Source: an optimization exercise on an open RTL-to-GDS flow (aim: small area, a short achievable clock period and few clock cycles per item). Production flows keep margins and buffers that such runs may drop. Only simulation tests tie the RTL to the original design; equivalence was not proved.

==> flow/design.v (outline; a module is shown in full before it is edited, if it fits) <==
// module gdd_ctrl: 24 lines
// module gdd_doy: 77 lines
// module gdd_cent: 15 lines
// module gdd_dp: 50 lines
// module gdd_add_bk: 31 lines
// module gdd_add_sk: 26 lines
// module gdd_sum_p: 105 lines
// module gdd_sum_w: 150 lines
// module gdd_sum_dd: 10 lines
// module gdd_sum_dt: 10 lines
// module gdd_sum_d: 355 lines
// module gregorian_date_difference: 39 lines
module gregorian_date_difference (
  input  logic        clk_i,
  input  logic        rst_ni,
  input  logic        in_valid_i,
  output logic        in_ready_o,
  input  logic [4:0]  start_day_i,
  input  logic [3:0]  start_month_i,
  input  logic [13:0] start_year_i,
  input  logic [4:0]  end_day_i,
  input  logic [3:0]  end_month_i,
  input  logic [13:0] end_year_i,
  output logic        out_valid_o,
  input  logic        out_ready_i,
  output logic [21:0] day_count_o,
  output logic        end_before_start_o
);
  // ...
==> flow/run.sh <==
#!/bin/bash
# synth_recipe.tcl (not shown) runs the flow's synth.tcl, then flattens the netlist and writes it again
# the make line also repeats each setting of config.mk as NAME=value (left out here)
make -C /OpenROAD-flow-scripts/flow DESIGN_CONFIG=/design/flow/config.mk WORK_HOME=/design/flow/orfs CLKGATE_MAP_FILE= SYNTH_SCRIPT=/design/flow/synth_recipe.tcl finish
==> flow/config.mk <==
export PLATFORM = sky130hd
export DESIGN_NAME = gregorian_date_difference
export DESIGN_NICKNAME = gregorian_date_difference
export VERILOG_FILES = /design/flow/design.v
export SDC_FILE = /design/flow/constraint.sdc
export NUM_CORES = 4
export LEC_CHECK = 0
export CAP_MARGIN = 20
export CORE_MARGIN = 2
export CORE_UTILIZATION = 60
export SETUP_SLACK_MARGIN = 2.75
export SLEW_MARGIN = 20
==> flow/constraint.sdc <==
create_clock -name core_clock -period 7.0 [get_ports {clk_i}]
set_input_delay 1.4000 -clock core_clock [delete_from_list [all_inputs] [get_ports {clk_i}]]
set_output_delay 1.4000 -clock core_clock [all_outputs]
set_load 0.01 [all_outputs]
==> flow_metrics.env, run 1 <==
export IMPL_via_per_inst=5.53
export IMPL_setup_viol=0
export IMPL_min_to="u_ctrl.out_valid_q"
export IMPL_synth_seq_cells=78
export IMPL_portBuffers=74
export IMPL_clk_share=0.0226
export IMPL_synth_area_leader_cell="fa_1"
export IMPL_synthAdderAreaFrac=0.418
export IMPL_hold_depth=1
export IMPL_setup_ws_ps=2610
export IMPL_multiInputGateArea_mm2=0.00815
export IMPL_outcome="no timing/DRC/antenna violations"
export IMPL_synth_top_cell_area_share=0.245
export IMPL_use_met3=0.0235
export IMPL_die_y_um=139
export IMPL_cp_endpoint="u_dp.diff_q[23]"
export IMPL_clkLatencyLatePin_ps=340
export IMPL_drt_pass1_iter_count=5
export IMPL_seq_cell_share=0.177
export IMPL_yosys_warnings=16
export IMPL_grt_pass1_wl_um=39700
export IMPL_crit_path_start="u_dp.w_q[0]"
export IMPL_r2r_end="u_dp.diff_q[23]"
export IMPL_post_cts_buffers=25
export IMPL_ctsHoldBuffers=0
export IMPL_worstPathRequired_ps=7080
Testbench counts, summed over its fixed seeds: cycles 4,816, items 4,800.
==> module gdd_dp, before the edit <==
module gdd_dp (
  input  logic                clk_i,
  input  logic                adv_i,
  input  logic [DayW-1:0]     start_day_i,
  input  logic [MonthW-1:0]   start_month_i,
  input  logic [YearW-1:0]    start_year_i,
  input  logic [DayW-1:0]     end_day_i,
  input  logic [MonthW-1:0]   end_month_i,
  input  logic [YearW-1:0]    end_year_i,
  output logic [CountW-1:0]   day_count_o,
  output logic                end_before_start_o
);
  logic [13:0] t_a, t_b;
  logic [5:0]  dd;       
  logic [7:0]  c_d [2];
  logic        k_d [2];
  logic [13:0] dt_d;
  logic [14:0] w_d;
  logic [7:0]  c_q [2];
  logic        k_q [2];
  logic [13:0] dt_q;     
  logic [5:0]  dd_q;     
  logic [14:0] w_q;      
  logic [23:0] diff_d, diff_q;
  gdd_doy u_doy_a (.month_i(start_month_i), .y0_i(start_year_i[1:0]), .t_o(t_a));
  gdd_doy #(.Offset(14'd1722)) u_doy_b (.month_i(end_month_i),   .y0_i(end_year_i[1:0]),   .t_o(t_b));
  gdd_cent u_cent_a (.mlt3_i(start_month_i < 4'd3), .year_i(start_year_i),
                     .c_o(c_d[0]), .k_o(k_d[0]));
  gdd_cent u_cent_b (.mlt3_i(end_month_i < 4'd3),   .year_i(end_year_i),
                     .c_o(c_d[1]), .k_o(k_d[1]));
  gdd_sum_dd u_dd (.db_i(end_day_i), .da_i(start_day_i), .s_o(dd));
  gdd_sum_dt u_dt (.tb_i(t_b), .ta_i(t_a[10:0]), .s_o(dt_d));
  gdd_sum_w  u_w  (.xb_i(end_year_i[13:2]), .xa_i(start_year_i[13:2]), .s_o(w_d));
  gdd_sum_d  u_d  (.w_i(w_q), .e_i(dt_q), .dd_i(dd_q), .cb_i(c_q[1]), .ca_i(c_q[0]),
                   .kb_i(k_q[1]), .ka_i(k_q[0]), .s_o(diff_d));
  always_ff @(posedge clk_i) begin
    if (adv_i) begin
      for (int l = 0; l < 2; l++) begin
        c_q[l] <= c_d[l];
        k_q[l] <= k_d[l];
      end
      dt_q   <= dt_d;
      dd_q   <= dd;
      w_q    <= w_d;
      diff_q <= diff_d;
    end
  end
  assign end_before_start_o = diff_q[23];
  assign day_count_o        = diff_q[23] ? '0 : diff_q[22] ? '1 : diff_q[CountW-1:0];
endmodule
==> module gdd_sum_w, before the edit <==
module gdd_sum_w (
  input  logic [11:0] xb_i,
  input  logic [11:0] xa_i,
  output logic [14:0] s_o
);
  logic gdd_sum_w_n1;
  logic gdd_sum_w_n2;
  logic gdd_sum_w_n3;
  logic gdd_sum_w_n4;
  logic gdd_sum_w_n5;
  logic gdd_sum_w_n6;
  logic gdd_sum_w_n7;
  logic gdd_sum_w_n8;
  logic gdd_sum_w_n9;
  logic gdd_sum_w_n10;
  logic gdd_sum_w_n11;
  logic gdd_sum_w_n12;
  logic gdd_sum_w_n13;
  logic gdd_sum_w_n14;
  logic gdd_sum_w_n15;
  logic gdd_sum_w_n16;
  logic gdd_sum_w_n17;
  logic gdd_sum_w_n18;
  logic gdd_sum_w_n19;
  logic gdd_sum_w_n20;
  logic gdd_sum_w_n21;
  logic gdd_sum_w_n22;
  logic gdd_sum_w_n23;
  logic gdd_sum_w_n24;
  logic gdd_sum_w_n25;
  logic gdd_sum_w_n26;
  logic gdd_sum_w_n27;
  logic gdd_sum_w_n28;
  logic gdd_sum_w_n29;
  logic gdd_sum_w_n30;
  logic gdd_sum_w_n31;
  logic gdd_sum_w_n32;
  logic gdd_sum_w_n33;
  logic gdd_sum_w_n34;
  logic gdd_sum_w_n35;
  logic gdd_sum_w_n36;
  logic gdd_sum_w_n37;
  logic gdd_sum_w_n38;
  logic gdd_sum_w_n39;
  logic gdd_sum_w_n40;
  logic gdd_sum_w_n41;
  logic gdd_sum_w_n42;
  logic gdd_sum_w_n43;
  logic gdd_sum_w_n44;
  logic gdd_sum_w_n45;
  logic gdd_sum_w_n46;
  logic gdd_sum_w_n47;
  logic gdd_sum_w_n48;
  logic gdd_sum_w_n49;
  logic gdd_sum_w_n50;
  logic gdd_sum_w_n51;
  logic gdd_sum_w_n52;
  logic gdd_sum_w_n53;
  logic gdd_sum_w_n54;
  logic gdd_sum_w_n55;
  logic gdd_sum_w_n56;
  logic gdd_sum_w_n57;
  logic gdd_sum_w_n58;
  logic gdd_sum_w_n59;
  logic gdd_sum_w_n60;
  logic gdd_sum_w_n61;
  logic gdd_sum_w_n62;
  logic gdd_sum_w_n63;
  logic gdd_sum_w_n64;
  logic gdd_sum_w_n65;
  logic gdd_sum_w_n66;
  logic gdd_sum_w_n67;
  logic gdd_sum_w_n68;
  logic gdd_sum_w_n69;
  logic gdd_sum_w_n70;
  logic [14:0] ra, rb;
  assign gdd_sum_w_n1 = 1'b1 ^ xb_i[0];
  assign gdd_sum_w_n2 = 1'b1 & xb_i[0];
  assign gdd_sum_w_n3 = xb_i[1] ^ xb_i[2];
  assign gdd_sum_w_n4 = xb_i[1] & xb_i[2];
  assign gdd_sum_w_n5 = xb_i[2] ^ xb_i[3];
  assign gdd_sum_w_n6 = xb_i[2] & xb_i[3];
  assign gdd_sum_w_n7 = xb_i[3] ^ xb_i[4];
  assign gdd_sum_w_n8 = xb_i[3] & xb_i[4];
  assign gdd_sum_w_n9 = xb_i[4] ^ xb_i[5];
  assign gdd_sum_w_n10 = xb_i[4] & xb_i[5];
  assign gdd_sum_w_n11 = xb_i[5] ^ xb_i[6];
  assign gdd_sum_w_n12 = xb_i[5] & xb_i[6];
  assign gdd_sum_w_n13 = xb_i[6] ^ xb_i[7];
  assign gdd_sum_w_n14 = xb_i[6] & xb_i[7];
  assign gdd_sum_w_n15 = xb_i[7] ^ xb_i[8];
  assign gdd_sum_w_n16 = xb_i[7] & xb_i[8];
  assign gdd_sum_w_n17 = xb_i[8] ^ xb_i[9];
  assign gdd_sum_w_n18 = xb_i[8] & xb_i[9];
  assign gdd_sum_w_n19 = xb_i[9] ^ xb_i[10];
  assign gdd_sum_w_n20 = xb_i[9] & xb_i[10];
  assign gdd_sum_w_n21 = xb_i[10] ^ xb_i[11];
  assign gdd_sum_w_n22 = xb_i[10] & xb_i[11];
  assign gdd_sum_w_n23 = xb_i[1] ^ ~xa_i[0];
  assign gdd_sum_w_n24 = xb_i[1] & ~xa_i[0];
  assign gdd_sum_w_n25 = ~xa_i[1] ^ ~xa_i[2] ^ gdd_sum_w_n2;
  assign gdd_sum_w_n26 = (~xa_i[1] & ~xa_i[2]) | (~xa_i[1] & gdd_sum_w_n2) | (~xa_i[2] & gdd_sum_w_n2);
  assign gdd_sum_w_n27 = ~xa_i[2] ^ ~xa_i[3] ^ gdd_sum_w_n4;
  assign gdd_sum_w_n28 = (~xa_i[2] & ~xa_i[3]) | (~xa_i[2] & gdd_sum_w_n4) | (~xa_i[3] & gdd_sum_w_n4);
  assign gdd_sum_w_n29 = ~xa_i[3] ^ ~xa_i[4] ^ gdd_sum_w_n6;
  assign gdd_sum_w_n30 = (~xa_i[3] & ~xa_i[4]) | (~xa_i[3] & gdd_sum_w_n6) | (~xa_i[4] & gdd_sum_w_n6);
  assign gdd_sum_w_n31 = ~xa_i[4] ^ ~xa_i[5] ^ gdd_sum_w_n8;
  assign gdd_sum_w_n32 = (~xa_i[4] & ~xa_i[5]) | (~xa_i[4] & gdd_sum_w_n8) | (~xa_i[5] & gdd_sum_w_n8);
  assign gdd_sum_w_n33 = ~xa_i[5] ^ ~xa_i[6] ^ gdd_sum_w_n10;
  assign gdd_sum_w_n34 = (~xa_i[5] & ~xa_i[6]) | (~xa_i[5] & gdd_sum_w_n10) | (~xa_i[6] & gdd_sum_w_n10);
  assign gdd_sum_w_n35 = ~xa_i[6] ^ ~xa_i[7] ^ gdd_sum_w_n12;
  assign gdd_sum_w_n36 = (~xa_i[6] & ~xa_i[7]) | (~xa_i[6] & gdd_sum_w_n12) | (~xa_i[7] & gdd_sum_w_n12);
  assign gdd_sum_w_n37 = ~xa_i[7] ^ ~xa_i[8] ^ gdd_sum_w_n14;
  assign gdd_sum_w_n38 = (~xa_i[7] & ~xa_i[8]) | (~xa_i[7] & gdd_sum_w_n14) | (~xa_i[8] & gdd_sum_w_n14);
  assign gdd_sum_w_n39 = ~xa_i[8] ^ ~xa_i[9] ^ gdd_sum_w_n16;
  assign gdd_sum_w_n40 = (~xa_i[8] & ~xa_i[9]) | (~xa_i[8] & gdd_sum_w_n16) | (~xa_i[9] & gdd_sum_w_n16);
  assign gdd_sum_w_n41 = ~xa_i[9] ^ ~xa_i[10] ^ gdd_sum_w_n18;
  assign gdd_sum_w_n42 = (~xa_i[9] & ~xa_i[10]) | (~xa_i[9] & gdd_sum_w_n18) | (~xa_i[10] & gdd_sum_w_n18);
  assign gdd_sum_w_n43 = ~xa_i[10] ^ ~xa_i[11] ^ gdd_sum_w_n20;
  assign gdd_sum_w_n44 = (~xa_i[10] & ~xa_i[11]) | (~xa_i[10] & gdd_sum_w_n20) | (~xa_i[11] & gdd_sum_w_n20);
  assign gdd_sum_w_n45 = 1'b1 ^ xb_i[11] ^ ~xa_i[11];
  assign gdd_sum_w_n46 = (1'b1 & xb_i[11]) | (1'b1 & ~xa_i[11]) | (xb_i[11] & ~xa_i[11]);
  assign gdd_sum_w_n47 = ~xa_i[1] ^ gdd_sum_w_n23;
  assign gdd_sum_w_n48 = ~xa_i[1] & gdd_sum_w_n23;
  assign gdd_sum_w_n49 = gdd_sum_w_n24 ^ gdd_sum_w_n3 ^ gdd_sum_w_n25;
  assign gdd_sum_w_n50 = (gdd_sum_w_n24 & gdd_sum_w_n3) | (gdd_sum_w_n24 & gdd_sum_w_n25) | (gdd_sum_w_n3 & gdd_sum_w_n25);
  assign gdd_sum_w_n51 = gdd_sum_w_n5 ^ gdd_sum_w_n26 ^ gdd_sum_w_n27;
  assign gdd_sum_w_n52 = (gdd_sum_w_n5 & gdd_sum_w_n26) | (gdd_sum_w_n5 & gdd_sum_w_n27) | (gdd_sum_w_n26 & gdd_sum_w_n27);
  assign gdd_sum_w_n53 = gdd_sum_w_n7 ^ gdd_sum_w_n28 ^ gdd_sum_w_n29;
  assign gdd_sum_w_n54 = (gdd_sum_w_n7 & gdd_sum_w_n28) | (gdd_sum_w_n7 & gdd_sum_w_n29) | (gdd_sum_w_n28 & gdd_sum_w_n29);
  assign gdd_sum_w_n55 = gdd_sum_w_n9 ^ gdd_sum_w_n30 ^ gdd_sum_w_n31;
  assign gdd_sum_w_n56 = (gdd_sum_w_n9 & gdd_sum_w_n30) | (gdd_sum_w_n9 & gdd_sum_w_n31) | (gdd_sum_w_n30 & gdd_sum_w_n31);
  assign gdd_sum_w_n57 = gdd_sum_w_n11 ^ gdd_sum_w_n32 ^ gdd_sum_w_n33;
  assign gdd_sum_w_n58 = (gdd_sum_w_n11 & gdd_sum_w_n32) | (gdd_sum_w_n11 & gdd_sum_w_n33) | (gdd_sum_w_n32 & gdd_sum_w_n33);
  assign gdd_sum_w_n59 = gdd_sum_w_n13 ^ gdd_sum_w_n34 ^ gdd_sum_w_n35;
  assign gdd_sum_w_n60 = (gdd_sum_w_n13 & gdd_sum_w_n34) | (gdd_sum_w_n13 & gdd_sum_w_n35) | (gdd_sum_w_n34 & gdd_sum_w_n35);
  assign gdd_sum_w_n61 = gdd_sum_w_n15 ^ gdd_sum_w_n36 ^ gdd_sum_w_n37;
  assign gdd_sum_w_n62 = (gdd_sum_w_n15 & gdd_sum_w_n36) | (gdd_sum_w_n15 & gdd_sum_w_n37) | (gdd_sum_w_n36 & gdd_sum_w_n37);
  assign gdd_sum_w_n63 = gdd_sum_w_n17 ^ gdd_sum_w_n38 ^ gdd_sum_w_n39;
  assign gdd_sum_w_n64 = (gdd_sum_w_n17 & gdd_sum_w_n38) | (gdd_sum_w_n17 & gdd_sum_w_n39) | (gdd_sum_w_n38 & gdd_sum_w_n39);
  assign gdd_sum_w_n65 = gdd_sum_w_n19 ^ gdd_sum_w_n40 ^ gdd_sum_w_n41;
  assign gdd_sum_w_n66 = (gdd_sum_w_n19 & gdd_sum_w_n40) | (gdd_sum_w_n19 & gdd_sum_w_n41) | (gdd_sum_w_n40 & gdd_sum_w_n41);
  assign gdd_sum_w_n67 = gdd_sum_w_n21 ^ gdd_sum_w_n42 ^ gdd_sum_w_n43;
  assign gdd_sum_w_n68 = (gdd_sum_w_n21 & gdd_sum_w_n42) | (gdd_sum_w_n21 & gdd_sum_w_n43) | (gdd_sum_w_n42 & gdd_sum_w_n43);
  assign gdd_sum_w_n69 = gdd_sum_w_n22 ^ gdd_sum_w_n45 ^ gdd_sum_w_n44;
  assign gdd_sum_w_n70 = (gdd_sum_w_n22 & gdd_sum_w_n45) | (gdd_sum_w_n22 & gdd_sum_w_n44) | (gdd_sum_w_n45 & gdd_sum_w_n44);
  assign ra = {1'b1, gdd_sum_w_n70, gdd_sum_w_n68, gdd_sum_w_n66, gdd_sum_w_n64, gdd_sum_w_n62, gdd_sum_w_n60, gdd_sum_w_n58, gdd_sum_w_n56, gdd_sum_w_n54, gdd_sum_w_n52, gdd_sum_w_n50, gdd_sum_w_n48, gdd_sum_w_n47, 1'b1};
  assign rb = {1'b0, gdd_sum_w_n46, gdd_sum_w_n69, gdd_sum_w_n67, gdd_sum_w_n65, gdd_sum_w_n63, gdd_sum_w_n61, gdd_sum_w_n59, gdd_sum_w_n57, gdd_sum_w_n55, gdd_sum_w_n53, gdd_sum_w_n51, gdd_sum_w_n49, gdd_sum_w_n1, xb_i[0]};
  gdd_add_sk #(.W(15)) u_add (.a_i(ra), .b_i(rb), .c_i(~xa_i[0]), .s_o(s_o));
endmodule
==> inputs of run 2 (changes only) <==
--- a/flow/design.v
+++ b/flow/design.v
@@ -150,7 +150,7 @@
   logic [14:0] w_q;      
   logic [23:0] diff_d, diff_q;
   gdd_doy u_doy_a (.month_i(start_month_i), .y0_i(start_year_i[1:0]), .t_o(t_a));
-  gdd_doy #(.Offset(14'd1722)) u_doy_b (.month_i(end_month_i),   .y0_i(end_year_i[1:0]),   .t_o(t_b));
+  gdd_doy #(.Offset(14'd14497)) u_doy_b (.month_i(end_month_i),   .y0_i(end_year_i[1:0]),   .t_o(t_b));
   gdd_cent u_cent_a (.mlt3_i(start_month_i < 4'd3), .year_i(start_year_i),
                      .c_o(c_d[0]), .k_o(k_d[0]));
   gdd_cent u_cent_b (.mlt3_i(end_month_i < 4'd3),   .year_i(end_year_i),
@@ -413,54 +413,54 @@
   logic gdd_sum_w_n69;
   logic gdd_sum_w_n70;
   logic [14:0] ra, rb;
-  assign gdd_sum_w_n1 = 1'b1 ^ xb_i[0];
-  assign gdd_sum_w_n2 = 1'b1 & xb_i[0];
-  assign gdd_sum_w_n3 = xb_i[1] ^ xb_i[2];
-  assign gdd_sum_w_n4 = xb_i[1] & xb_i[2];
-  assign gdd_sum_w_n5 = xb_i[2] ^ xb_i[3];
-  assign gdd_sum_w_n6 = xb_i[2] & xb_i[3];
-  assign gdd_sum_w_n7 = xb_i[3] ^ xb_i[4];
-  assign gdd_sum_w_n8 = xb_i[3] & xb_i[4];
-  assign gdd_sum_w_n9 = xb_i[4] ^ xb_i[5];
-  assign gdd_sum_w_n10 = xb_i[4] & xb_i[5];
-  assign gdd_sum_w_n11 = xb_i[5] ^ xb_i[6];
-  assign gdd_sum_w_n12 = xb_i[5] & xb_i[6];
-  assign gdd_sum_w_n13 = xb_i[6] ^ xb_i[7];
-  assign gdd_sum_w_n14 = xb_i[6] & xb_i[7];
-  assign gdd_sum_w_n15 = xb_i[7] ^ xb_i[8];
-  assign gdd_sum_w_n16 = xb_i[7] & xb_i[8];
-  assign gdd_sum_w_n17 = xb_i[8] ^ xb_i[9];
-  assign gdd_sum_w_n18 = xb_i[8] & xb_i[9];
-  assign gdd_sum_w_n19 = xb_i[9] ^ xb_i[10];
-  assign gdd_sum_w_n20 = xb_i[9] & xb_i[10];
-  assign gdd_sum_w_n21 = xb_i[10] ^ xb_i[11];
-  assign gdd_sum_w_n22 = xb_i[10] & xb_i[11];
-  assign gdd_sum_w_n23 = xb_i[1] ^ ~xa_i[0];
-  assign gdd_sum_w_n24 = xb_i[1] & ~xa_i[0];
-  assign gdd_sum_w_n25 = ~xa_i[1] ^ ~xa_i[2] ^ gdd_sum_w_n2;
-  assign gdd_sum_w_n26 = (~xa_i[1] & ~xa_i[2]) | (~xa_i[1] & gdd_sum_w_n2) | (~xa_i[2] & gdd_sum_w_n2);
-  assign gdd_sum_w_n27 = ~xa_i[2] ^ ~xa_i[3] ^ gdd_sum_w_n4;
-  assign gdd_sum_w_n28 = (~xa_i[2] & ~xa_i[3]) | (~xa_i[2] & gdd_sum_w_n4) | (~xa_i[3] & gdd_sum_w_n4);
-  assign gdd_sum_w_n29 = ~xa_i[3] ^ ~xa_i[4] ^ gdd_sum_w_n6;
-  assign gdd_sum_w_n30 = (~xa_i[3] & ~xa_i[4]) | (~xa_i[3] & gdd_sum_w_n6) | (~xa_i[4] & gdd_sum_w_n6);
-  assign gdd_sum_w_n31 = ~xa_i[4] ^ ~xa_i[5] ^ gdd_sum_w_n8;
-  assign gdd_sum_w_n32 = (~xa_i[4] & ~xa_i[5]) | (~xa_i[4] & gdd_sum_w_n8) | (~xa_i[5] & gdd_sum_w_n8);
-  assign gdd_sum_w_n33 = ~xa_i[5] ^ ~xa_i[6] ^ gdd_sum_w_n10;
-  assign gdd_sum_w_n34 = (~xa_i[5] & ~xa_i[6]) | (~xa_i[5] & gdd_sum_w_n10) | (~xa_i[6] & gdd_sum_w_n10);
-  assign gdd_sum_w_n35 = ~xa_i[6] ^ ~xa_i[7] ^ gdd_sum_w_n12;
-  assign gdd_sum_w_n36 = (~xa_i[6] & ~xa_i[7]) | (~xa_i[6] & gdd_sum_w_n12) | (~xa_i[7] & gdd_sum_w_n12);
-  assign gdd_sum_w_n37 = ~xa_i[7] ^ ~xa_i[8] ^ gdd_sum_w_n14;
-  assign gdd_sum_w_n38 = (~xa_i[7] & ~xa_i[8]) | (~xa_i[7] & gdd_sum_w_n14) | (~xa_i[8] & gdd_sum_w_n14);
-  assign gdd_sum_w_n39 = ~xa_i[8] ^ ~xa_i[9] ^ gdd_sum_w_n16;
-  assign gdd_sum_w_n40 = (~xa_i[8] & ~xa_i[9]) | (~xa_i[8] & gdd_sum_w_n16) | (~xa_i[9] & gdd_sum_w_n16);
-  assign gdd_sum_w_n41 = ~xa_i[9] ^ ~xa_i[10] ^ gdd_sum_w_n18;
-  assign gdd_sum_w_n42 = (~xa_i[9] & ~xa_i[10]) | (~xa_i[9] & gdd_sum_w_n18) | (~xa_i[10] & gdd_sum_w_n18);
-  assign gdd_sum_w_n43 = ~xa_i[10] ^ ~xa_i[11] ^ gdd_sum_w_n20;
-  assign gdd_sum_w_n44 = (~xa_i[10] & ~xa_i[11]) | (~xa_i[10] & gdd_sum_w_n20) | (~xa_i[11] & gdd_sum_w_n20);
-  assign gdd_sum_w_n45 = 1'b1 ^ xb_i[11] ^ ~xa_i[11];
-  assign gdd_sum_w_n46 = (1'b1 & xb_i[11]) | (1'b1 & ~xa_i[11]) | (xb_i[11] & ~xa_i[11]);
-  assign gdd_sum_w_n47 = ~xa_i[1] ^ gdd_sum_w_n23;
-  assign gdd_sum_w_n48 = ~xa_i[1] & gdd_sum_w_n23;
+  assign gdd_sum_w_n1 = 1'b1 ^ xa_i[0];
+  assign gdd_sum_w_n2 = 1'b1 & xa_i[0];
+  assign gdd_sum_w_n3 = xa_i[1] ^ xa_i[2];
+  assign gdd_sum_w_n4 = xa_i[1] & xa_i[2];
+  assign gdd_sum_w_n5 = xa_i[2] ^ xa_i[3];
+  assign gdd_sum_w_n6 = xa_i[2] & xa_i[3];
+  assign gdd_sum_w_n7 = xa_i[3] ^ xa_i[4];
+  assign gdd_sum_w_n8 = xa_i[3] & xa_i[4];
+  assign gdd_sum_w_n9 = xa_i[4] ^ xa_i[5];
+  assign gdd_sum_w_n10 = xa_i[4] & xa_i[5];
+  assign gdd_sum_w_n11 = xa_i[5] ^ xa_i[6];
+  assign gdd_sum_w_n12 = xa_i[5] & xa_i[6];
+  assign gdd_sum_w_n13 = xa_i[6] ^ xa_i[7];
+  assign gdd_sum_w_n14 = xa_i[6] & xa_i[7];
+  assign gdd_sum_w_n15 = xa_i[7] ^ xa_i[8];
+  assign gdd_sum_w_n16 = xa_i[7] & xa_i[8];
+  assign gdd_sum_w_n17 = xa_i[8] ^ xa_i[9];
+  assign gdd_sum_w_n18 = xa_i[8] & xa_i[9];
+  assign gdd_sum_w_n19 = xa_i[9] ^ xa_i[10];
+  assign gdd_sum_w_n20 = xa_i[9] & xa_i[10];
+  assign gdd_sum_w_n21 = xa_i[10] ^ xa_i[11];
+  assign gdd_sum_w_n22 = xa_i[10] & xa_i[11];
+  assign gdd_sum_w_n23 = xa_i[1] ^ ~xb_i[0];
+  assign gdd_sum_w_n24 = xa_i[1] & ~xb_i[0];
+  assign gdd_sum_w_n25 = ~xb_i[1] ^ ~xb_i[2] ^ gdd_sum_w_n2;
+  assign gdd_sum_w_n26 = (~xb_i[1] & ~xb_i[2]) | (~xb_i[1] & gdd_sum_w_n2) | (~xb_i[2] & gdd_sum_w_n2);
+  assign gdd_sum_w_n27 = ~xb_i[2] ^ ~xb_i[3] ^ gdd_sum_w_n4;
+  assign gdd_sum_w_n28 = (~xb_i[2] & ~xb_i[3]) | (~xb_i[2] & gdd_sum_w_n4) | (~xb_i[3] & gdd_sum_w_n4);
+  assign gdd_sum_w_n29 = ~xb_i[3] ^ ~xb_i[4] ^ gdd_sum_w_n6;
+  assign gdd_sum_w_n30 = (~xb_i[3] & ~xb_i[4]) | (~xb_i[3] & gdd_sum_w_n6) | (~xb_i[4] & gdd_sum_w_n6);
+  assign gdd_sum_w_n31 = ~xb_i[4] ^ ~xb_i[5] ^ gdd_sum_w_n8;
+  assign gdd_sum_w_n32 = (~xb_i[4] & ~xb_i[5]) | (~xb_i[4] & gdd_sum_w_n8) | (~xb_i[5] & gdd_sum_w_n8);
+  assign gdd_sum_w_n33 = ~xb_i[5] ^ ~xb_i[6] ^ gdd_sum_w_n10;
+  assign gdd_sum_w_n34 = (~xb_i[5] & ~xb_i[6]) | (~xb_i[5] & gdd_sum_w_n10) | (~xb_i[6] & gdd_sum_w_n10);
+  assign gdd_sum_w_n35 = ~xb_i[6] ^ ~xb_i[7] ^ gdd_sum_w_n12;
+  assign gdd_sum_w_n36 = (~xb_i[6] & ~xb_i[7]) | (~xb_i[6] & gdd_sum_w_n12) | (~xb_i[7] & gdd_sum_w_n12);
+  assign gdd_sum_w_n37 = ~xb_i[7] ^ ~xb_i[8] ^ gdd_sum_w_n14;
+  assign gdd_sum_w_n38 = (~xb_i[7] & ~xb_i[8]) | (~xb_i[7] & gdd_sum_w_n14) | (~xb_i[8] & gdd_sum_w_n14);
+  assign gdd_sum_w_n39 = ~xb_i[8] ^ ~xb_i[9] ^ gdd_sum_w_n16;
+  assign gdd_sum_w_n40 = (~xb_i[8] & ~xb_i[9]) | (~xb_i[8] & gdd_sum_w_n16) | (~xb_i[9] & gdd_sum_w_n16);
+  assign gdd_sum_w_n41 = ~xb_i[9] ^ ~xb_i[10] ^ gdd_sum_w_n18;
+  assign gdd_sum_w_n42 = (~xb_i[9] & ~xb_i[10]) | (~xb_i[9] & gdd_sum_w_n18) | (~xb_i[10] & gdd_sum_w_n18);
+  assign gdd_sum_w_n43 = ~xb_i[10] ^ ~xb_i[11] ^ gdd_sum_w_n20;
+  assign gdd_sum_w_n44 = (~xb_i[10] & ~xb_i[11]) | (~xb_i[10] & gdd_sum_w_n20) | (~xb_i[11] & gdd_sum_w_n20);
+  assign gdd_sum_w_n45 = 1'b1 ^ xa_i[11] ^ ~xb_i[11];
+  assign gdd_sum_w_n46 = (1'b1 & xa_i[11]) | (1'b1 & ~xb_i[11]) | (xa_i[11] & ~xb_i[11]);
+  assign gdd_sum_w_n47 = ~xb_i[1] ^ gdd_sum_w_n23;
+  assign gdd_sum_w_n48 = ~xb_i[1] & gdd_sum_w_n23;
   assign gdd_sum_w_n49 = gdd_sum_w_n24 ^ gdd_sum_w_n3 ^ gdd_sum_w_n25;
   assign gdd_sum_w_n50 = (gdd_sum_w_n24 & gdd_sum_w_n3) | (gdd_sum_w_n24 & gdd_sum_w_n25) | (gdd_sum_w_n3 & gdd_sum_w_n25);
   assign gdd_sum_w_n51 = gdd_sum_w_n5 ^ gdd_sum_w_n26 ^ gdd_sum_w_n27;
@@ -484,8 +484,8 @@
   assign gdd_sum_w_n69 = gdd_sum_w_n22 ^ gdd_sum_w_n45 ^ gdd_sum_w_n44;
   assign gdd_sum_w_n70 = (gdd_sum_w_n22 & gdd_sum_w_n45) | (gdd_sum_w_n22 & gdd_sum_w_n44) | (gdd_sum_w_n45 & gdd_sum_w_n44);
   assign ra = {1'b1, gdd_sum_w_n70, gdd_sum_w_n68, gdd_sum_w_n66, gdd_sum_w_n64, gdd_sum_w_n62, gdd_sum_w_n60, gdd_sum_w_n58, gdd_sum_w_n56, gdd_sum_w_n54, gdd_sum_w_n52, gdd_sum_w_n50, gdd_sum_w_n48, gdd_sum_w_n47, 1'b1};
-  assign rb = {1'b0, gdd_sum_w_n46, gdd_sum_w_n69, gdd_sum_w_n67, gdd_sum_w_n65, gdd_sum_w_n63, gdd_sum_w_n61, gdd_sum_w_n59, gdd_sum_w_n57, gdd_sum_w_n55, gdd_sum_w_n53, gdd_sum_w_n51, gdd_sum_w_n49, gdd_sum_w_n1, xb_i[0]};
-  gdd_add_sk #(.W(15)) u_add (.a_i(ra), .b_i(rb), .c_i(~xa_i[0]), .s_o(s_o));
+  assign rb = {1'b0, gdd_sum_w_n46, gdd_sum_w_n69, gdd_sum_w_n67, gdd_sum_w_n65, gdd_sum_w_n63, gdd_sum_w_n61, gdd_sum_w_n59, gdd_sum_w_n57, gdd_sum_w_n55, gdd_sum_w_n53, gdd_sum_w_n51, gdd_sum_w_n49, gdd_sum_w_n1, xa_i[0]};
+  gdd_add_sk #(.W(15)) u_add (.a_i(ra), .b_i(rb), .c_i(~xb_i[0]), .s_o(s_o));
 endmodule
 module gdd_sum_dd (
   input  logic [4:0] db_i,
@@ -688,34 +688,34 @@
   logic gdd_sum_d_n169;
   logic gdd_sum_d_n170;
   logic [23:0] ra, rb;
-  assign gdd_sum_d_n1 = ~w_i[0] ^ e_i[0] ^ dd_i[0];
-  assign gdd_sum_d_n2 = (~w_i[0] & e_i[0]) | (~w_i[0] & dd_i[0]) | (e_i[0] & dd_i[0]);
-  assign gdd_sum_d_n3 = ~w_i[1] ^ e_i[1] ^ dd_i[1];
-  assign gdd_sum_d_n4 = (~w_i[1] & e_i[1]) | (~w_i[1] & dd_i[1]) | (e_i[1] & dd_i[1]);
-  assign gdd_sum_d_n5 = ~w_i[2] ^ e_i[2] ^ dd_i[2];
-  assign gdd_sum_d_n6 = (~w_i[2] & e_i[2]) | (~w_i[2] & dd_i[2]) | (e_i[2] & dd_i[2]);
-  assign gdd_sum_d_n7 = ~w_i[0] ^ ~w_i[3] ^ e_i[3];
-  assign gdd_sum_d_n8 = (~w_i[0] & ~w_i[3]) | (~w_i[0] & e_i[3]) | (~w_i[3] & e_i[3]);
+  assign gdd_sum_d_n1 = w_i[0] ^ e_i[0] ^ dd_i[0];
+  assign gdd_sum_d_n2 = (w_i[0] & e_i[0]) | (w_i[0] & dd_i[0]) | (e_i[0] & dd_i[0]);
+  assign gdd_sum_d_n3 = w_i[1] ^ e_i[1] ^ dd_i[1];
+  assign gdd_sum_d_n4 = (w_i[1] & e_i[1]) | (w_i[1] & dd_i[1]) | (e_i[1] & dd_i[1]);
+  assign gdd_sum_d_n5 = w_i[2] ^ e_i[2] ^ dd_i[2];
+  assign gdd_sum_d_n6 = (w_i[2] & e_i[2]) | (w_i[2] & dd_i[2]) | (e_i[2] & dd_i[2]);
+  assign gdd_sum_d_n7 = w_i[0] ^ w_i[3] ^ e_i[3];
+  assign gdd_sum_d_n8 = (w_i[0] & w_i[3]) | (w_i[0] & e_i[3]) | (w_i[3] & e_i[3]);
   assign gdd_sum_d_n9 = dd_i[3] ^ ca_i[3];
   assign gdd_sum_d_n10 = dd_i[3] & ca_i[3];
-  assign gdd_sum_d_n11 = ~w_i[0] ^ ~w_i[1] ^ ~w_i[4];
-  assign gdd_sum_d_n12 = (~w_i[0] & ~w_i[1]) | (~w_i[0] & ~w_i[4]) | (~w_i[1] & ~w_i[4]);
+  assign gdd_sum_d_n11 = w_i[0] ^ w_i[1] ^ w_i[4];
+  assign gdd_sum_d_n12 = (w_i[0] & w_i[1]) | (w_i[0] & w_i[4]) | (w_i[1] & w_i[4]);
   assign gdd_sum_d_n13 = e_i[4] ^ dd_i[4] ^ ca_i[4];
   assign gdd_sum_d_n14 = (e_i[4] & dd_i[4]) | (e_i[4] & ca_i[4]) | (dd_i[4] & ca_i[4]);
   assign gdd_sum_d_n15 = ~cb_i[4] ^ cb_i[6];
   assign gdd_sum_d_n16 = ~cb_i[4] & cb_i[6];
-  assign gdd_sum_d_n17 = ~w_i[1] ^ ~w_i[2] ^ ~w_i[5];
-  assign gdd_sum_d_n18 = (~w_i[1] & ~w_i[2]) | (~w_i[1] & ~w_i[5]) | (~w_i[2] & ~w_i[5]);
+  assign gdd_sum_d_n17 = w_i[1] ^ w_i[2] ^ w_i[5];
+  assign gdd_sum_d_n18 = (w_i[1] & w_i[2]) | (w_i[1] & w_i[5]) | (w_i[2] & w_i[5]);
   assign gdd_sum_d_n19 = e_i[5] ^ ~dd_i[5] ^ ca_i[5];
   assign gdd_sum_d_n20 = (e_i[5] & ~dd_i[5]) | (e_i[5] & ca_i[5]) | (~dd_i[5] & ca_i[5]);
   assign gdd_sum_d_n21 = ~cb_i[5] ^ cb_i[7] ^ ~ca_i[7];
   assign gdd_sum_d_n22 = (~cb_i[5] & cb_i[7]) | (~cb_i[5] & ~ca_i[7]) | (cb_i[7] & ~ca_i[7]);
-  assign gdd_sum_d_n23 = ~w_i[2] ^ ~w_i[3] ^ ~w_i[6];
-  assign gdd_sum_d_n24 = (~w_i[2] & ~w_i[3]) | (~w_i[2] & ~w_i[6]) | (~w_i[3] & ~w_i[6]);
+  assign gdd_sum_d_n23 = w_i[2] ^ w_i[3] ^ w_i[6];
+  assign gdd_sum_d_n24 = (w_i[2] & w_i[3]) | (w_i[2] & w_i[6]) | (w_i[3] & w_i[6]);
   assign gdd_sum_d_n25 = e_i[6] ^ ca_i[6];
   assign gdd_sum_d_n26 = e_i[6] & ca_i[6];
-  assign gdd_sum_d_n27 = ~w_i[3] ^ ~w_i[4] ^ ~w_i[7];
-  assign gdd_sum_d_n28 = (~w_i[3] & ~w_i[4]) | (~w_i[3] & ~w_i[7]) | (~w_i[4] & ~w_i[7]);
+  assign gdd_sum_d_n27 = w_i[3] ^ w_i[4] ^ w_i[7];
+  assign gdd_sum_d_n28 = (w_i[3] & w_i[4]) | (w_i[3] & w_i[7]) | (w_i[4] & w_i[7]);
   assign gdd_sum_d_n29 = ca_i[0] ^ ~cb_i[0] ^ cb_i[2];
   assign gdd_sum_d_n30 = (ca_i[0] & ~cb_i[0]) | (ca_i[0] & cb_i[2]) | (~cb_i[0] & cb_i[2]);
   assign gdd_sum_d_n31 = ca_i[1] ^ ~cb_i[1] ^ cb_i[3];
@@ -746,36 +746,36 @@
   assign gdd_sum_d_n56 = (e_i[7] & ca_i[7]) | (e_i[7] & ~cb_i[7]) | (ca_i[7] & ~cb_i[7]);
   assign gdd_sum_d_n57 = gdd_sum_d_n26 ^ gdd_sum_d_n24 ^ gdd_sum_d_n27;
   assign gdd_sum_d_n58 = (gdd_sum_d_n26 & gdd_sum_d_n24) | (gdd_sum_d_n26 & gdd_sum_d_n27) | (gdd_sum_d_n24 & gdd_sum_d_n27);
-  assign gdd_sum_d_n59 = ~w_i[4] ^ ~w_i[5] ^ ~w_i[8];
-  assign gdd_sum_d_n60 = (~w_i[4] & ~w_i[5]) | (~w_i[4] & ~w_i[8]) | (~w_i[5] & ~w_i[8]);
+  assign gdd_sum_d_n59 = w_i[4] ^ w_i[5] ^ w_i[8];
+  assign gdd_sum_d_n60 = (w_i[4] & w_i[5]) | (w_i[4] & w_i[8]) | (w_i[5] & w_i[8]);
   assign gdd_sum_d_n61 = e_i[8] ^ gdd_sum_d_n28;
   assign gdd_sum_d_n62 = e_i[8] & gdd_sum_d_n28;
-  assign gdd_sum_d_n63 = w_i[0] ^ ~w_i[5] ^ ~w_i[6];
-  assign gdd_sum_d_n64 = (w_i[0] & ~w_i[5]) | (w_i[0] & ~w_i[6]) | (~w_i[5] & ~w_i[6]);
-  assign gdd_sum_d_n65 = ~w_i[9] ^ e_i[9];
-  assign gdd_sum_d_n66 = ~w_i[9] & e_i[9];
-  assign gdd_sum_d_n67 = w_i[1] ^ ~w_i[6] ^ ~w_i[7];
-  assign gdd_sum_d_n68 = (w_i[1] & ~w_i[6]) | (w_i[1] & ~w_i[7]) | (~w_i[6] & ~w_i[7]);
-  assign gdd_sum_d_n69 = ~w_i[10] ^ e_i[10];
-  assign gdd_sum_d_n70 = ~w_i[10] & e_i[10];
-  assign gdd_sum_d_n71 = w_i[2] ^ ~w_i[7] ^ ~w_i[8];
-  assign gdd_sum_d_n72 = (w_i[2] & ~w_i[7]) | (w_i[2] & ~w_i[8]) | (~w_i[7] & ~w_i[8]);
-  assign gdd_sum_d_n73 = ~w_i[11] ^ e_i[11];
-  assign gdd_sum_d_n74 = ~w_i[11] & e_i[11];
-  assign gdd_sum_d_n75 = 1'b1 ^ w_i[3] ^ ~w_i[8];
-  assign gdd_sum_d_n76 = (1'b1 & w_i[3]) | (1'b1 & ~w_i[8]) | (w_i[3] & ~w_i[8]);
-  assign gdd_sum_d_n77 = ~w_i[9] ^ ~w_i[12] ^ e_i[12];
-  assign gdd_sum_d_n78 = (~w_i[9] & ~w_i[12]) | (~w_i[9] & e_i[12]) | (~w_i[12] & e_i[12]);
-  assign gdd_sum_d_n79 = w_i[4] ^ ~w_i[9] ^ ~w_i[10];
-  assign gdd_sum_d_n80 = (w_i[4] & ~w_i[9]) | (w_i[4] & ~w_i[10]) | (~w_i[9] & ~w_i[10]);
-  assign gdd_sum_d_n81 = ~w_i[13] ^ ~e_i[13];
-  assign gdd_sum_d_n82 = ~w_i[13] & ~e_i[13];
-  assign gdd_sum_d_n83 = w_i[5] ^ ~w_i[10] ^ ~w_i[11];
-  assign gdd_sum_d_n84 = (w_i[5] & ~w_i[10]) | (w_i[5] & ~w_i[11]) | (~w_i[10] & ~w_i[11]);
-  assign gdd_sum_d_n85 = 1'b1 ^ w_i[6];
-  assign gdd_sum_d_n86 = 1'b1 & w_i[6];
-  assign gdd_sum_d_n87 = 1'b1 ^ w_i[7];
-  assign gdd_sum_d_n88 = 1'b1 & w_i[7];
+  assign gdd_sum_d_n63 = ~w_i[0] ^ w_i[5] ^ w_i[6];
+  assign gdd_sum_d_n64 = (~w_i[0] & w_i[5]) | (~w_i[0] & w_i[6]) | (w_i[5] & w_i[6]);
+  assign gdd_sum_d_n65 = w_i[9] ^ e_i[9];
+  assign gdd_sum_d_n66 = w_i[9] & e_i[9];
+  assign gdd_sum_d_n67 = ~w_i[1] ^ w_i[6] ^ w_i[7];
+  assign gdd_sum_d_n68 = (~w_i[1] & w_i[6]) | (~w_i[1] & w_i[7]) | (w_i[6] & w_i[7]);
+  assign gdd_sum_d_n69 = w_i[10] ^ e_i[10];
+  assign gdd_sum_d_n70 = w_i[10] & e_i[10];
+  assign gdd_sum_d_n71 = ~w_i[2] ^ w_i[7] ^ w_i[8];
+  assign gdd_sum_d_n72 = (~w_i[2] & w_i[7]) | (~w_i[2] & w_i[8]) | (w_i[7] & w_i[8]);
+  assign gdd_sum_d_n73 = w_i[11] ^ e_i[11];
+  assign gdd_sum_d_n74 = w_i[11] & e_i[11];
+  assign gdd_sum_d_n75 = ~w_i[3] ^ w_i[8] ^ w_i[9];
+  assign gdd_sum_d_n76 = (~w_i[3] & w_i[8]) | (~w_i[3] & w_i[9]) | (w_i[8] & w_i[9]);
+  assign gdd_sum_d_n77 = w_i[12] ^ e_i[12];
+  assign gdd_sum_d_n78 = w_i[12] & e_i[12];
+  assign gdd_sum_d_n79 = 1'b1 ^ ~w_i[4] ^ w_i[9];
+  assign gdd_sum_d_n80 = (1'b1 & ~w_i[4]) | (1'b1 & w_i[9]) | (~w_i[4] & w_i[9]);
+  assign gdd_sum_d_n81 = w_i[10] ^ w_i[13] ^ ~e_i[13];
+  assign gdd_sum_d_n82 = (w_i[10] & w_i[13]) | (w_i[10] & ~e_i[13]) | (w_i[13] & ~e_i[13]);
+  assign gdd_sum_d_n83 = ~w_i[5] ^ w_i[10] ^ w_i[11];
+  assign gdd_sum_d_n84 = (~w_i[5] & w_i[10]) | (~w_i[5] & w_i[11]) | (w_i[10] & w_i[11]);
+  assign gdd_sum_d_n85 = 1'b1 ^ ~w_i[6];
+  assign gdd_sum_d_n86 = 1'b1 & ~w_i[6];
+  assign gdd_sum_d_n87 = 1'b1 ^ ~w_i[7];
+  assign gdd_sum_d_n88 = 1'b1 & ~w_i[7];
   assign gdd_sum_d_n89 = ~ca_i[2] ^ kb_i[0];
   assign gdd_sum_d_n90 = ~ca_i[2] & kb_i[0];
   assign gdd_sum_d_n91 = gdd_sum_d_n30 ^ gdd_sum_d_n31 ^ gdd_sum_d_n3;
@@ -800,18 +800,18 @@
   assign gdd_sum_d_n110 = (gdd_sum_d_n66 & gdd_sum_d_n69) | (gdd_sum_d_n66 & gdd_sum_d_n64) | (gdd_sum_d_n69 & gdd_sum_d_n64);
   assign gdd_sum_d_n111 = gdd_sum_d_n70 ^ gdd_sum_d_n73 ^ gdd_sum_d_n68;
   assign gdd_sum_d_n112 = (gdd_sum_d_n70 & gdd_sum_d_n73) | (gdd_sum_d_n70 & gdd_sum_d_n68) | (gdd_sum_d_n73 & gdd_sum_d_n68);
-  assign gdd_sum_d_n113 = gdd_sum_d_n74 ^ gdd_sum_d_n72 ^ gdd_sum_d_n75;
-  assign gdd_sum_d_n114 = (gdd_sum_d_n74 & gdd_sum_d_n72) | (gdd_sum_d_n74 & gdd_sum_d_n75) | (gdd_sum_d_n72 & gdd_sum_d_n75);
-  assign gdd_sum_d_n115 = gdd_sum_d_n81 ^ gdd_sum_d_n76 ^ gdd_sum_d_n78;
-  assign gdd_sum_d_n116 = (gdd_sum_d_n81 & gdd_sum_d_n76) | (gdd_sum_d_n81 & gdd_sum_d_n78) | (gdd_sum_d_n76 & gdd_sum_d_n78);
-  assign gdd_sum_d_n117 = w_i[14] ^ gdd_sum_d_n82 ^ gdd_sum_d_n80;
-  assign gdd_sum_d_n118 = (w_i[14] & gdd_sum_d_n82) | (w_i[14] & gdd_sum_d_n80) | (gdd_sum_d_n82 & gdd_sum_d_n80);
-  assign gdd_sum_d_n119 = ~w_i[11] ^ ~w_i[12] ^ gdd_sum_d_n85;
-  assign gdd_sum_d_n120 = (~w_i[11] & ~w_i[12]) | (~w_i[11] & gdd_sum_d_n85) | (~w_i[12] & gdd_sum_d_n85);
-  assign gdd_sum_d_n121 = ~w_i[12] ^ ~w_i[13] ^ gdd_sum_d_n86;
-  assign gdd_sum_d_n122 = (~w_i[12] & ~w_i[13]) | (~w_i[12] & gdd_sum_d_n86) | (~w_i[13] & gdd_sum_d_n86);
-  assign gdd_sum_d_n123 = w_i[8] ^ ~w_i[13] ^ w_i[14];
-  assign gdd_sum_d_n124 = (w_i[8] & ~w_i[13]) | (w_i[8] & w_i[14]) | (~w_i[13] & w_i[14]);
+  assign gdd_sum_d_n113 = gdd_sum_d_n74 ^ gdd_sum_d_n77 ^ gdd_sum_d_n72;
+  assign gdd_sum_d_n114 = (gdd_sum_d_n74 & gdd_sum_d_n77) | (gdd_sum_d_n74 & gdd_sum_d_n72) | (gdd_sum_d_n77 & gdd_sum_d_n72);
+  assign gdd_sum_d_n115 = gdd_sum_d_n78 ^ gdd_sum_d_n76 ^ gdd_sum_d_n79;
+  assign gdd_sum_d_n116 = (gdd_sum_d_n78 & gdd_sum_d_n76) | (gdd_sum_d_n78 & gdd_sum_d_n79) | (gdd_sum_d_n76 & gdd_sum_d_n79);
+  assign gdd_sum_d_n117 = ~w_i[14] ^ gdd_sum_d_n80 ^ gdd_sum_d_n82;
+  assign gdd_sum_d_n118 = (~w_i[14] & gdd_sum_d_n80) | (~w_i[14] & gdd_sum_d_n82) | (gdd_sum_d_n80 & gdd_sum_d_n82);
+  assign gdd_sum_d_n119 = w_i[11] ^ w_i[12] ^ gdd_sum_d_n85;
+  assign gdd_sum_d_n120 = (w_i[11] & w_i[12]) | (w_i[11] & gdd_sum_d_n85) | (w_i[12] & gdd_sum_d_n85);
+  assign gdd_sum_d_n121 = w_i[12] ^ w_i[13] ^ gdd_sum_d_n86;
+  assign gdd_sum_d_n122 = (w_i[12] & w_i[13]) | (w_i[12] & gdd_sum_d_n86) | (w_i[13] & gdd_sum_d_n86);
+  assign gdd_sum_d_n123 = ~w_i[8] ^ w_i[13] ^ ~w_i[14];
+  assign gdd_sum_d_n124 = (~w_i[8] & w_i[13]) | (~w_i[8] & ~w_i[14]) | (w_i[13] & ~w_i[14]);
   assign gdd_sum_d_n125 = gdd_sum_d_n89 ^ gdd_sum_d_n29;
   assign gdd_sum_d_n126 = gdd_sum_d_n89 & gdd_sum_d_n29;
   assign gdd_sum_d_n127 = gdd_sum_d_n90 ^ gdd_sum_d_n33 ^ gdd_sum_d_n91;
@@ -836,10 +836,10 @@
   assign gdd_sum_d_n146 = (gdd_sum_d_n67 & gdd_sum_d_n108) | (gdd_sum_d_n67 & gdd_sum_d_n109) | (gdd_sum_d_n108 & gdd_sum_d_n109);
   assign gdd_sum_d_n147 = gdd_sum_d_n71 ^ gdd_sum_d_n110 ^ gdd_sum_d_n111;
   assign gdd_sum_d_n148 = (gdd_sum_d_n71 & gdd_sum_d_n110) | (gdd_sum_d_n71 & gdd_sum_d_n111) | (gdd_sum_d_n110 & gdd_sum_d_n111);
-  assign gdd_sum_d_n149 = gdd_sum_d_n77 ^ gdd_sum_d_n112 ^ gdd_sum_d_n113;
-  assign gdd_sum_d_n150 = (gdd_sum_d_n77 & gdd_sum_d_n112) | (gdd_sum_d_n77 & gdd_sum_d_n113) | (gdd_sum_d_n112 & gdd_sum_d_n113);
-  assign gdd_sum_d_n151 = gdd_sum_d_n79 ^ gdd_sum_d_n114 ^ gdd_sum_d_n115;
-  assign gdd_sum_d_n152 = (gdd_sum_d_n79 & gdd_sum_d_n114) | (gdd_sum_d_n79 & gdd_sum_d_n115) | (gdd_sum_d_n114 & gdd_sum_d_n115);
+  assign gdd_sum_d_n149 = gdd_sum_d_n75 ^ gdd_sum_d_n112 ^ gdd_sum_d_n113;
+  assign gdd_sum_d_n150 = (gdd_sum_d_n75 & gdd_sum_d_n112) | (gdd_sum_d_n75 & gdd_sum_d_n113) | (gdd_sum_d_n112 & gdd_sum_d_n113);
+  assign gdd_sum_d_n151 = gdd_sum_d_n81 ^ gdd_sum_d_n114 ^ gdd_sum_d_n115;
+  assign gdd_sum_d_n152 = (gdd_sum_d_n81 & gdd_sum_d_n114) | (gdd_sum_d_n81 & gdd_sum_d_n115) | (gdd_sum_d_n114 & gdd_sum_d_n115);
   assign gdd_sum_d_n153 = gdd_sum_d_n83 ^ gdd_sum_d_n116 ^ gdd_sum_d_n117;
   assign gdd_sum_d_n154 = (gdd_sum_d_n83 & gdd_sum_d_n116) | (gdd_sum_d_n83 & gdd_sum_d_n117) | (gdd_sum_d_n116 & gdd_sum_d_n117);
   assign gdd_sum_d_n155 = gdd_sum_d_n84 ^ gdd_sum_d_n119 ^ gdd_sum_d_n118;
@@ -848,18 +848,18 @@
   assign gdd_sum_d_n158 = (gdd_sum_d_n87 & gdd_sum_d_n120) | (gdd_sum_d_n87 & gdd_sum_d_n121) | (gdd_sum_d_n120 & gdd_sum_d_n121);
   assign gdd_sum_d_n159 = gdd_sum_d_n88 ^ gdd_sum_d_n123 ^ gdd_sum_d_n122;
   assign gdd_sum_d_n160 = (gdd_sum_d_n88 & gdd_sum_d_n123) | (gdd_sum_d_n88 & gdd_sum_d_n122) | (gdd_sum_d_n123 & gdd_sum_d_n122);
-  assign gdd_sum_d_n161 = w_i[9] ^ w_i[14] ^ gdd_sum_d_n124;
-  assign gdd_sum_d_n162 = (w_i[9] & w_i[14]) | (w_i[9] & gdd_sum_d_n124) | (w_i[14] & gdd_sum_d_n124);
-  assign gdd_sum_d_n163 = 1'b1 ^ w_i[10];
-  assign gdd_sum_d_n164 = 1'b1 & w_i[10];
-  assign gdd_sum_d_n165 = 1'b1 ^ w_i[11];
-  assign gdd_sum_d_n166 = 1'b1 & w_i[11];
-  assign gdd_sum_d_n167 = 1'b1 ^ w_i[12];
-  assign gdd_sum_d_n168 = 1'b1 & w_i[12];
-  assign gdd_sum_d_n169 = 1'b1 ^ w_i[13];
-  assign gdd_sum_d_n170 = 1'b1 & w_i[13];
+  assign gdd_sum_d_n161 = ~w_i[9] ^ ~w_i[14] ^ gdd_sum_d_n124;
+  assign gdd_sum_d_n162 = (~w_i[9] & ~w_i[14]) | (~w_i[9] & gdd_sum_d_n124) | (~w_i[14] & gdd_sum_d_n124);
+  assign gdd_sum_d_n163 = 1'b1 ^ ~w_i[10];
+  assign gdd_sum_d_n164 = 1'b1 & ~w_i[10];
+  assign gdd_sum_d_n165 = 1'b1 ^ ~w_i[11];
+  assign gdd_sum_d_n166 = 1'b1 & ~w_i[11];
+  assign gdd_sum_d_n167 = 1'b1 ^ ~w_i[12];
+  assign gdd_sum_d_n168 = 1'b1 & ~w_i[12];
+  assign gdd_sum_d_n169 = 1'b1 ^ ~w_i[13];
+  assign gdd_sum_d_n170 = 1'b1 & ~w_i[13];
   assign ra = {gdd_sum_d_n170, gdd_sum_d_n168, gdd_sum_d_n166, gdd_sum_d_n164, gdd_sum_d_n162, gdd_sum_d_n160, gdd_sum_d_n158, gdd_sum_d_n156, gdd_sum_d_n154, gdd_sum_d_n152, gdd_sum_d_n150, gdd_sum_d_n148, gdd_sum_d_n146, gdd_sum_d_n144, gdd_sum_d_n142, gdd_sum_d_n140, gdd_sum_d_n138, gdd_sum_d_n136, gdd_sum_d_n134, gdd_sum_d_n132, gdd_sum_d_n130, gdd_sum_d_n128, gdd_sum_d_n126, gdd_sum_d_n125};
-  assign rb = {~w_i[14], gdd_sum_d_n169, gdd_sum_d_n167, gdd_sum_d_n165, gdd_sum_d_n163, gdd_sum_d_n161, gdd_sum_d_n159, gdd_sum_d_n157, gdd_sum_d_n155, gdd_sum_d_n153, gdd_sum_d_n151, gdd_sum_d_n149, gdd_sum_d_n147, gdd_sum_d_n145, gdd_sum_d_n143, gdd_sum_d_n141, gdd_sum_d_n139, gdd_sum_d_n137, gdd_sum_d_n135, gdd_sum_d_n133, gdd_sum_d_n131, gdd_sum_d_n129, gdd_sum_d_n127, gdd_sum_d_n1};
+  assign rb = {w_i[14], gdd_sum_d_n169, gdd_sum_d_n167, gdd_sum_d_n165, gdd_sum_d_n163, gdd_sum_d_n161, gdd_sum_d_n159, gdd_sum_d_n157, gdd_sum_d_n155, gdd_sum_d_n153, gdd_sum_d_n151, gdd_sum_d_n149, gdd_sum_d_n147, gdd_sum_d_n145, gdd_sum_d_n143, gdd_sum_d_n141, gdd_sum_d_n139, gdd_sum_d_n137, gdd_sum_d_n135, gdd_sum_d_n133, gdd_sum_d_n131, gdd_sum_d_n129, gdd_sum_d_n127, gdd_sum_d_n1};
   gdd_add_sk #(.W(24)) u_add (.a_i(ra), .b_i(rb), .c_i(~ka_i[0]), .s_o(s_o));
 endmodule
 `timescale 1ns / 1ps
--- a/flow/config.mk
+++ b/flow/config.mk
@@ -8,5 +8,5 @@
 export CAP_MARGIN = 20
 export CORE_MARGIN = 2
 export CORE_UTILIZATION = 60
-export SETUP_SLACK_MARGIN = 2.75
+export SETUP_SLACK_MARGIN = 2.5
 export SLEW_MARGIN = 20
==> run 2 against run 1 <==
Count of clock-buffer cells in the layout increased by 1; synthesized cell count decreased by 2.0%; via count decreased by 3.9%; critical path depth increased by 1; non-clock buffer count decreased by 19; clock skew decreased by 6.3 ps; sequential share of layout area increased by 0.75 points; worst hold slack improved by 42 ps; die area decreased by 1.7%; worst setup slack got worse by 280 ps; critical endpoint is now u_dp.diff_q[17]; largest cell class unchanged; highest routed layer unchanged.
==> flow_metrics.env, run 2 <==
export IMPL_outcome="no timing/DRC/antenna violations"
export IMPL_syn_cell_area_mm2=0.0107
export IMPL_largest_register_ffs=24
export IMPL_synth_edf_count=75
export IMPL_routabilityCongestion=0.872
export IMPL_die_area_mm2=0.0189
export IMPL_fmax_mhz=214
export IMPL_largest_register="u_dp.diff_q"
export IMPL_synth_xor_area_frac=0.0458
export IMPL_seqCellArea_mm2=0.00230
export IMPL_yosysUniqueCellTypes=67
export IMPL_worstPathRequired_ps=7070
export IMPL_numCtsBuffers=9
export IMPL_drv_slew=0
export IMPL_fp_coreArea_mm2=0.0174
export IMPL_finalCritPeriodShare=0.667
export IMPL_multiInputGateArea_mm2=0.00779
export IMPL_dr_first_iter_drc_count=397
export IMPL_largestRegisters="u_dp.diff_q (24), u_dp.c_q (16), u_dp.w_q (15)"
export IMPL_portBuffers=74
export IMPL_hpwlAfterDp_um=18000
export IMPL_die_y_um=138
export IMPL_h_tree_depth=3
export IMPL_end_kind="flip-flop"
export IMPL_ant_nets=0
export IMPL_grt_pass1_wl_um=37700
export IMPL_setup_viol=0
export IMPL_max_cap_viol_count=0
export IMPL_synth_mux_area_frac=0.0101
export IMPL_synth_avg_cell_area_um2=9.75
export IMPL_worstPathMaxFanout=4
export IMPL_clockRootBuffer="clkbuf_16"
export IMPL_crit_slowest_cell="fa_1"
export IMPL_synth_area_leader_cell="fa_1"
export IMPL_drt_pass1_iter_count=5
export IMPL_critPathKind="flip-flop to flip-flop"
export IMPL_hold_ws_ps=505
export IMPL_layout_common_cells="193 x inv_1, 129 x ha_1, 123 x fa_1"
export IMPL_grt_max_degree=40
export IMPL_track_usage=0.261
export IMPL_synthesis_nets=1427
export IMPL_start_kind="flip-flop"
export IMPL_wl_per_cell_um=16.4
export IMPL_top_level_ports=75
export IMPL_wl_um=23400
export IMPL_max_slew_margin_rel=0.369
export IMPL_area_growth_pct=16.7
export IMPL_yosys_top_cells_count="213 x inv_1, 146 x ha_1, 133 x fa_1"
export IMPL_fin_tns_setup_ps=0
export IMPL_yosys_warnings=16
export IMPL_setup_ws_ps=2330
export IMPL_synth_most_common_cell="inv_1"
export IMPL_cp_slowest_stage_delay_ps=550
export IMPL_nFillCells=1345
export IMPL_hp_class="flip-flop to flip-flop"
export IMPL_clock_sinks=77
export IMPL_antenna_cells=0
export IMPL_path_clk_slew_ps=60
export IMPL_cts_tree="done"
export IMPL_fin_nets=1521
export IMPL_fp_row_count=48
export IMPL_via_per_inst=5.46
export IMPL_mostFrequentLayoutCell="inv_1"
export IMPL_ctsHoldBuffers=0
export IMPL_drcViolationCount=0
export IMPL_path_cells="fa_1, inv_2, fa_2, inv_2, fa_1, fa_1, ha_4, o211ai_4, a21oi_4, o311ai_4, a31oi_4, a311oi_4, inv_2, fa_2, xor2_1"
export IMPL_ys_top_cells_by_area="fa_1 25%, edfxtp_1 21%, ha_1 17%"
export IMPL_period_minus_slack_ps=4670
export IMPL_grt_pass1_vias=7590
export IMPL_synth_top_cell_area_share=0.249
export IMPL_vias=7771
export IMPL_cts_path_max_buffers=2
export IMPL_yosys_area_share_simple=0.0970
export IMPL_floorplan_initialDensity=0.617
export IMPL_synthCells=1098
export IMPL_grt_antenna_before_repair=0
export IMPL_die_width_um=138
export IMPL_async_flop_share=0.0260
export IMPL_synth_compound_area_frac=0.125
export IMPL_worst_slew_pin_slew_ps=946
export IMPL_clkLatencyLatePin_ps=340
export IMPL_synthAdderAreaFrac=0.420
export IMPL_hold_viol_final=0
export IMPL_grt_overflow_total=0
export IMPL_synth_seq_cells=77
export IMPL_synth_ff_type="edfxtp_1"
export IMPL_layout_drive_gt1_share=0.130
export IMPL_cp_data_arrival_time_ps=4740
export IMPL_rsz0062_at_grt="true"
export IMPL_ys_seq_area_frac=0.215
export IMPL_synth_top_family_by_area="adder cells"
export IMPL_skew_ps=6.04
export IMPL_post_place_ws_ps=1400
==> run 2: cell types whose count changed after synthesis, moves of 6 or more <==
cell / before / now
o21ai_1: 11 / 1
a21oi_1: 64 / 53
o21bai_1: 8 / 2
nand2_1: 53 / 44
o21ai_0: 36 / 51
nor3_1: 9 / 20
==> run 2: critical path, delay by kind of cell (launching register included) <==
kind	cells	cell delay, ps
adder cells (fa/ha/maj)	6	2430
AO/OA/AOI/OAI	5	1090
flip-flops	1	510
buffers and inverters	3	210
XOR/XNOR	1	180
==> run 2: kinds of logic (layout without fill, tap and decap cells) <==
logic type / after synthesis / after routing
fa+ha+maj: 280 / 280
buf+inv: 246 / 343
simple gates: 230 / 232
compound gates: 201 / 201
flops: 77 / 77
xor+xnor: 56 / 56
mux: 8 / 8
==> run 2: layer usage <==
metal  part of all wire  vias up  track usage
met1               0.46     3733        0.367
met3              0.041       22       0.0309
met4              0.013        0       0.0584
met2               0.49      185        0.437
li1                   -     3831            -
met5                  0        -            0
==> run 2: cell type report <==
cell class	instances	area share
Clock buffer	11	0.0186
Clock inverter	5	0.00621
Inverter	216	0.0663
Multi-Input combinational cell	777	0.624
Sequential cell	77	0.184
Tap cell	225	0.0225
Timing Repair Buffer	110	0.0779
Timing Repair inverter	1	0.000401
==> run 2: worst paths after layout <==
path / from / to / slack (ps) / cells after the start
hold reg to reg: u_ctrl.mid_valid_q / u_ctrl.out_valid_q / 500 / 1
hold / removal: u_ctrl.mid_valid_q / u_ctrl.out_valid_q / 500 / 1
setup reg to reg: u_dp.w_q[2] / u_dp.diff_q[17] / 2330 / 15
max in group asynchronous: rst_ni / u_ctrl.out_valid_q / 5640 / 1
min in group asynchronous: rst_ni / u_ctrl.mid_valid_q / 1230 / 1
setup / recovery: u_dp.w_q[2] / u_dp.diff_q[17] / 2330 / 15
==> run 2: what timing repair did <==
action / CTS / global route
setup endpoints to repair: 32 / 25
pin swaps: 23 / 20
cloned: 3 / 1
buffers inserted: 21 / 10
resized for setup: 107 / 76
==> run 2: stage by stage <==
step                cells   util  cell area [um2]
floorplan            1098      -            10700
global placement     1371  0.671            11700
detailed placement   1371  0.671            11700
CTS                  1411  0.710            12300
global route         1422  0.720            12500
finish               1422  0.720            12500
Testbench counts of run 2, summed over its fixed seeds: cycles 4,816, items 4,800.

port drivers added, routing unchanged:
How much do the figures lean on ideal ports? The routed layouts below were timed once more, with nothing changed but the port constraints.
Step 1: set_driving_cell puts a clkbuf_16 on clk_i and a buf_2 on each other input, an assumption about the parent block.
Step 2 adds t to the input delays and takes it off the output delays; t is the mean of the earliest and latest rising clock arrival at the registers after step 1. Input paths then give back, and output paths get back, about the clock's delay inside the block.
Slacks: ideal ports / drivers / drivers and shift; pairs: ideal ports / drivers.
run	shift t [ns]	setup WS [ns]	worst data-port slew with drivers (ns)
run 1	0.373	2.609 / 2.609 / 2.402	0.05
run 2	0.372	2.330 / 2.330 / 2.233	0.03
After both steps every run listed still meets setup and hold. For run 1, which loses most, drivers alone change the setup slack by 0.000 ns; drivers and shift together by -0.207 ns.
